What follows belongs to an exercise in optimizing a design on an open flow for small area, a short achievable clock period and few clock cycles per item; a production flow would make more cautious choices. RTL that was checked went through simulation tests only; none was proved equivalent to the original.

==> inputs of job 3016 <==
## point_in_polygon_crossing_test
module point_in_polygon_crossing_test #(
    parameter int COORD_BITS  = pip_pkg::COORD_BITS_DEFAULT,
    parameter int QUEUE_DEPTH = pip_pkg::QUEUE_DEPTH_DEFAULT
) (
    input  logic                  i_clk,
    input  logic                  i_rst_n,
    input  logic                  i_cfg_we,
    input  logic                  i_cfg_idx,
    input  logic [COORD_BITS-1:0] i_cfg_data,
    input  logic                  i_valid,
    output logic                  o_ready,
    input  logic [COORD_BITS-1:0] i_vertex_x,
    input  logic [COORD_BITS-1:0] i_vertex_y,
    input  logic                  i_last_vertex,
    output logic                  o_valid,
    input  logic                  i_ready,
    output logic                  o_inside_res
);
    localparam int OWE_BITS = $clog2(QUEUE_DEPTH + 1);
    logic [COORD_BITS-1:0] r_query_x;
    logic [COORD_BITS-1:0] r_query_y;
    logic                  r_ready;
    logic                  accept;
    logic                  r_open;
    logic [OWE_BITS-1:0]   r_owed;
    logic [OWE_BITS-1:0]   n_owed;
    logic                  pop;
    logic                  r_skid_v;
    logic [COORD_BITS-1:0] r_skid_x;
    logic [COORD_BITS-1:0] r_skid_y;
    logic                  r_skid_first;
    logic                  r_skid_last;
    logic                  hold;
    logic                  adv;
    logic [COORD_BITS-1:0] f_x;
    logic [COORD_BITS-1:0] f_y;
    logic                  f_v;
    logic                  f_first;
    logic                  f_last;
    pip_pkg::t_vtx         in_vtx;
    logic                  r_cur_v;
    logic                  r_cur_first;
    logic                  r_cur_last;
    pip_pkg::t_vtx         r_cur;
  ...
==> module pip_back, before the edit <==
module pip_back #(
    parameter int M = 7
) (
    input  logic          i_clk,
    input  logic          i_rst_n,
    input  logic          i_en,
    input  pip_pkg::t_vtx i_p1,
    input  pip_pkg::t_vtx i_p2,
    output logic          o_toggle,
    output logic          o_hold
);
    localparam int TOL = (1 << (M + 1)) - 1;
    logic [15:0]          a;
    logic [15:0]          b;
    logic [15:0]          c;
    logic [15:0]          d;
    logic                 pu1;
    logic                 pu2;
    logic                 su1;
    logic                 su2;
    logic                 straddle;
    logic                 rise;
    logic                 zp;
    logic                 zq;
    logic                 need;
    logic [4:0]           sp;
    logic [4:0]           sq;
    logic signed [5:0]    ex;
    logic                 e_gt;
    logic                 e_lt;
    logic                 e_p1;
    logic                 e_m1;
    logic [M-1:0]         ma;
    logic [M-1:0]         mb;
    logic [M-1:0]         mc;
    logic [M-1:0]         md;
    logic                 inx_p;
    logic                 inx_q;
    logic [2*M-1:0]       xp;
    logic [2*M-1:0]       yq;
    logic [2*M:0]         xs;
    logic [2*M:0]         ys;
    logic [2*M:0]         txs;
    logic [2*M:0]         tys;
    logic signed [2*M+2:0] dif;
    logic signed [2*M+2:0] stx;
    logic signed [2*M+2:0] sty;
    logic                 a_gt;
    logic                 a_lt;
    logic                 a_eq;
    logic                 decided;
    logic                 gt;
    logic                 lt;
    logic                 r_busy;
    logic                 r_done;
    logic [3:0]           r_cnt;
    logic signed [19:0]   r_acc;
    logic                 r_stk;
    logic signed [19:0]   add_a;
    logic signed [19:0]   add_c;
    logic signed [19:0]   sum;
    assign a   = i_p1.nu;
    assign b   = i_p2.nv;
    assign c   = i_p2.nu;
    assign d   = i_p1.nv;
    assign su1 = i_p1.su;
    assign su2 = i_p2.su;
    assign pu1 = !i_p1.su && i_p1.nu[15];
    assign pu2 = !i_p2.su && i_p2.nu[15];
    assign straddle = i_p1.pv != i_p2.pv;
    assign rise     = i_p2.pv;
    assign zp  = !a[15] || !b[15];
    assign zq  = !c[15] || !d[15];
    assign need = straddle && !zp && !zq &&
                  (rise ? (pu1 ? su2 : !su2) : (pu2 ? su1 : !su1));
    assign sp   = {1'b0, i_p1.eu} + {1'b0, i_p2.ev};
    assign sq   = {1'b0, i_p2.eu} + {1'b0, i_p1.ev};
    assign ex   = {1'b0, sp} - {1'b0, sq};
    assign e_gt = ex > 6'sd1;
    assign e_lt = ex < -6'sd1;
    assign e_p1 = ex == 6'sd1;
    assign e_m1 = ex == -6'sd1;
    assign ma    = a[15:16-M];
    assign mb    = b[15:16-M];
    assign mc    = c[15:16-M];
    assign md    = d[15:16-M];
    assign inx_p = (a[15-M:0] != '0) || (b[15-M:0] != '0);
    assign inx_q = (c[15-M:0] != '0) || (d[15-M:0] != '0);
    assign xp    = ma * mb;
    assign yq    = mc * md;
    assign xs    = e_p1 ? {xp, 1'b0} : {1'b0, xp};
    assign ys    = e_m1 ? {yq, 1'b0} : {1'b0, yq};
    assign txs   = inx_p ? (e_p1 ? (2*M+1)'(2 * TOL) : (2*M+1)'(TOL)) : '0;
    assign tys   = inx_q ? (e_m1 ? (2*M+1)'(2 * TOL) : (2*M+1)'(TOL)) : '0;
    assign dif   = {2'b0, xs} - {2'b0, ys};
    assign stx   = {2'b0, txs};
    assign sty   = {2'b0, tys};
    assign a_gt  = dif > sty;
    assign a_lt  = -dif > stx;
    assign a_eq  = !inx_p && !inx_q && (dif == '0);
    assign decided = e_gt || e_lt || a_gt || a_lt || a_eq;
    assign o_hold  = i_en && need && !decided && !r_done;
    always_comb begin
        if (zp || zq) begin
            gt = !zp;
            lt = !zq;
        end else if (r_done) begin
            gt = !r_acc[19] && ((r_acc != '0) || r_stk);
            lt = r_acc[19];
        end else begin
            gt = e_gt || (!e_lt && a_gt);
            lt = e_lt || (!e_gt && a_lt);
        end
    end
    always_comb begin
        if (!straddle) begin
            o_toggle = 1'b0;
        end else if (rise) begin
            o_toggle = pu1 ? (!su2 || gt) : (!su2 && lt);
        end else begin
            o_toggle = pu2 ? (!su1 || lt) : (!su1 && gt);
        end
    end
    assign add_a = b[r_cnt] ? 20'(e_p1 ? {a, 1'b0} : {1'b0, a}) : '0;
    assign add_c = d[r_cnt] ? 20'(e_m1 ? {c, 1'b0} : {1'b0, c}) : '0;
    assign sum   = r_acc + add_a - add_c;
    always_ff @(posedge i_clk) begin
        if (!i_rst_n) begin
            r_busy <= 1'b0;
            r_done <= 1'b0;
        end else if (r_busy) begin
            if (r_cnt == 4'd15) begin
                r_busy <= 1'b0;
                r_done <= 1'b1;
            end
        end else begin
            r_busy <= o_hold;
            r_done <= 1'b0;
        end
    end
    always_ff @(posedge i_clk) begin
        if (r_busy) begin
            r_acc <= sum >>> 1;
            r_stk <= r_stk || sum[0];
            r_cnt <= r_cnt + 1'b1;
        end else begin
            r_acc <= '0;
            r_stk <= 1'b0;
            r_cnt <= 4'd0;
        end
    end
endmodule
Settings: LEC_CHECK=0, CAP_MARGIN=20, CORE_MARGIN=2, CORE_UTILIZATION=40, SETUP_SLACK_MARGIN=5, SLEW_MARGIN=20; clock period 10.0 ns.
run.sh (not shown) runs the stock make flow with config.mk's settings and CLKGATE_MAP_FILE= SYNTH_SCRIPT=/design/flow/synth_recipe.tcl, a recipe that flattens the netlist after the stock synthesis.
==> inputs of job 9071, as changes to job 3016 <==
--- a/flow/design.v
+++ b/flow/design.v
@@ -146,11 +146,9 @@
     logic                 r_busy;
     logic                 r_done;
     logic [3:0]           r_cnt;
-    logic signed [19:0]   r_acc;
-    logic                 r_stk;
-    logic signed [19:0]   add_a;
-    logic signed [19:0]   add_c;
-    logic signed [19:0]   sum;
+    logic signed [34:0]   r_acc;
+    logic signed [34:0]   add_a;
+    logic signed [34:0]   add_c;
     assign a   = i_p1.nu;
     assign b   = i_p2.nv;
     assign c   = i_p2.nu;
@@ -197,8 +195,8 @@
             gt = !zp;
             lt = !zq;
         end else if (r_done) begin
-            gt = !r_acc[19] && ((r_acc != '0) || r_stk);
-            lt = r_acc[19];
+            gt = !r_acc[34] && (r_acc != '0);
+            lt = r_acc[34];
         end else begin
             gt = e_gt || (!e_lt && a_gt);
             lt = e_lt || (!e_gt && a_lt);
@@ -213,15 +211,14 @@
             o_toggle = pu2 ? (!su1 || lt) : (!su1 && gt);
         end
     end
-    assign add_a = b[r_cnt] ? 20'(e_p1 ? {a, 1'b0} : {1'b0, a}) : '0;
-    assign add_c = d[r_cnt] ? 20'(e_m1 ? {c, 1'b0} : {1'b0, c}) : '0;
-    assign sum   = r_acc + add_a - add_c;
+    assign add_a = b[r_cnt] ? 35'(e_p1 ? {a, 1'b0} : {1'b0, a}) : '0;
+    assign add_c = d[r_cnt] ? 35'(e_m1 ? {c, 1'b0} : {1'b0, c}) : '0;
     always_ff @(posedge i_clk) begin
         if (!i_rst_n) begin
             r_busy <= 1'b0;
             r_done <= 1'b0;
         end else if (r_busy) begin
-            if (r_cnt == 4'd15) begin
+            if (r_cnt == 4'd0) begin
                 r_busy <= 1'b0;
                 r_done <= 1'b1;
             end
@@ -232,13 +229,11 @@
     end
     always_ff @(posedge i_clk) begin
         if (r_busy) begin
-            r_acc <= sum >>> 1;
-            r_stk <= r_stk || sum[0];
-            r_cnt <= r_cnt + 1'b1;
+            r_acc <= (r_acc <<< 1) + add_a - add_c;
+            r_cnt <= r_cnt - 1'b1;
         end else begin
             r_acc <= '0;
-            r_stk <= 1'b0;
-            r_cnt <= 4'd0;
+            r_cnt <= 4'd15;
         end
     end
 endmodule
- SETUP_SLACK_MARGIN: 5 -> unset
==> run summary <==
Run status: job 9071 timing/DRC/antenna clean; job 3016 timing/DRC/antenna clean
Tap cell count: job 9071 696; job 3016 672
Placed insts: job 9071 3027; job 3016 2837
Final instance area: job 9071 0.0242 mm2; job 3016 0.0274 mm2
Met1 global-route usage: job 9071 24.3%; job 3016 26.0%
Clock-cell share: job 9071 3.85%; job 3016 3.28%
Vias per cell: job 9071 5.47; job 3016 5.48
Sequential share of cell area: job 9071 27.9%; job 3016 23.6%
Non-clock buffering overhead in the final layout: job 9071 3.36%; job 3016 11.4%
Total vias in the final route: job 9071 16800; job 3016 17200
Growth of design area from synthesis to finish: job 9071 10.6%; job 3016 33.8%
Antenna diode count: job 9071 1; job 3016 2
Testbench counts of job 9071, summed over its fixed seeds: cycles 14,703, vertices 14,293.
No functional check of the RTL was part of job 3016.

re-timing with driven ports:
In the flow no input, the clock included, has a driving cell. The finished layouts below were timed again as built, in two steps. Step 1: set_driving_cell puts a clkbuf_16 on i_clk and a buf_2 on each other input, an assumption about the parent block. Step 2 moves the port delays by t, midway between the first and last clock arrival at a register: inputs arrive t later, outputs are due t later. That takes back most of the time a late clock gives input paths. Slacks: ideal ports / drivers / drivers and shift; pairs: ideal ports / drivers.
run	t, ns	setup slack, ns	worst data-port slew with drivers (ns)
job 3016	0.619	1.834 / 1.834 / 1.834	0.08
job 9071	0.599	0.647 / 0.647 / 0.647	0.08
After both steps setup and hold are still met in every run listed.
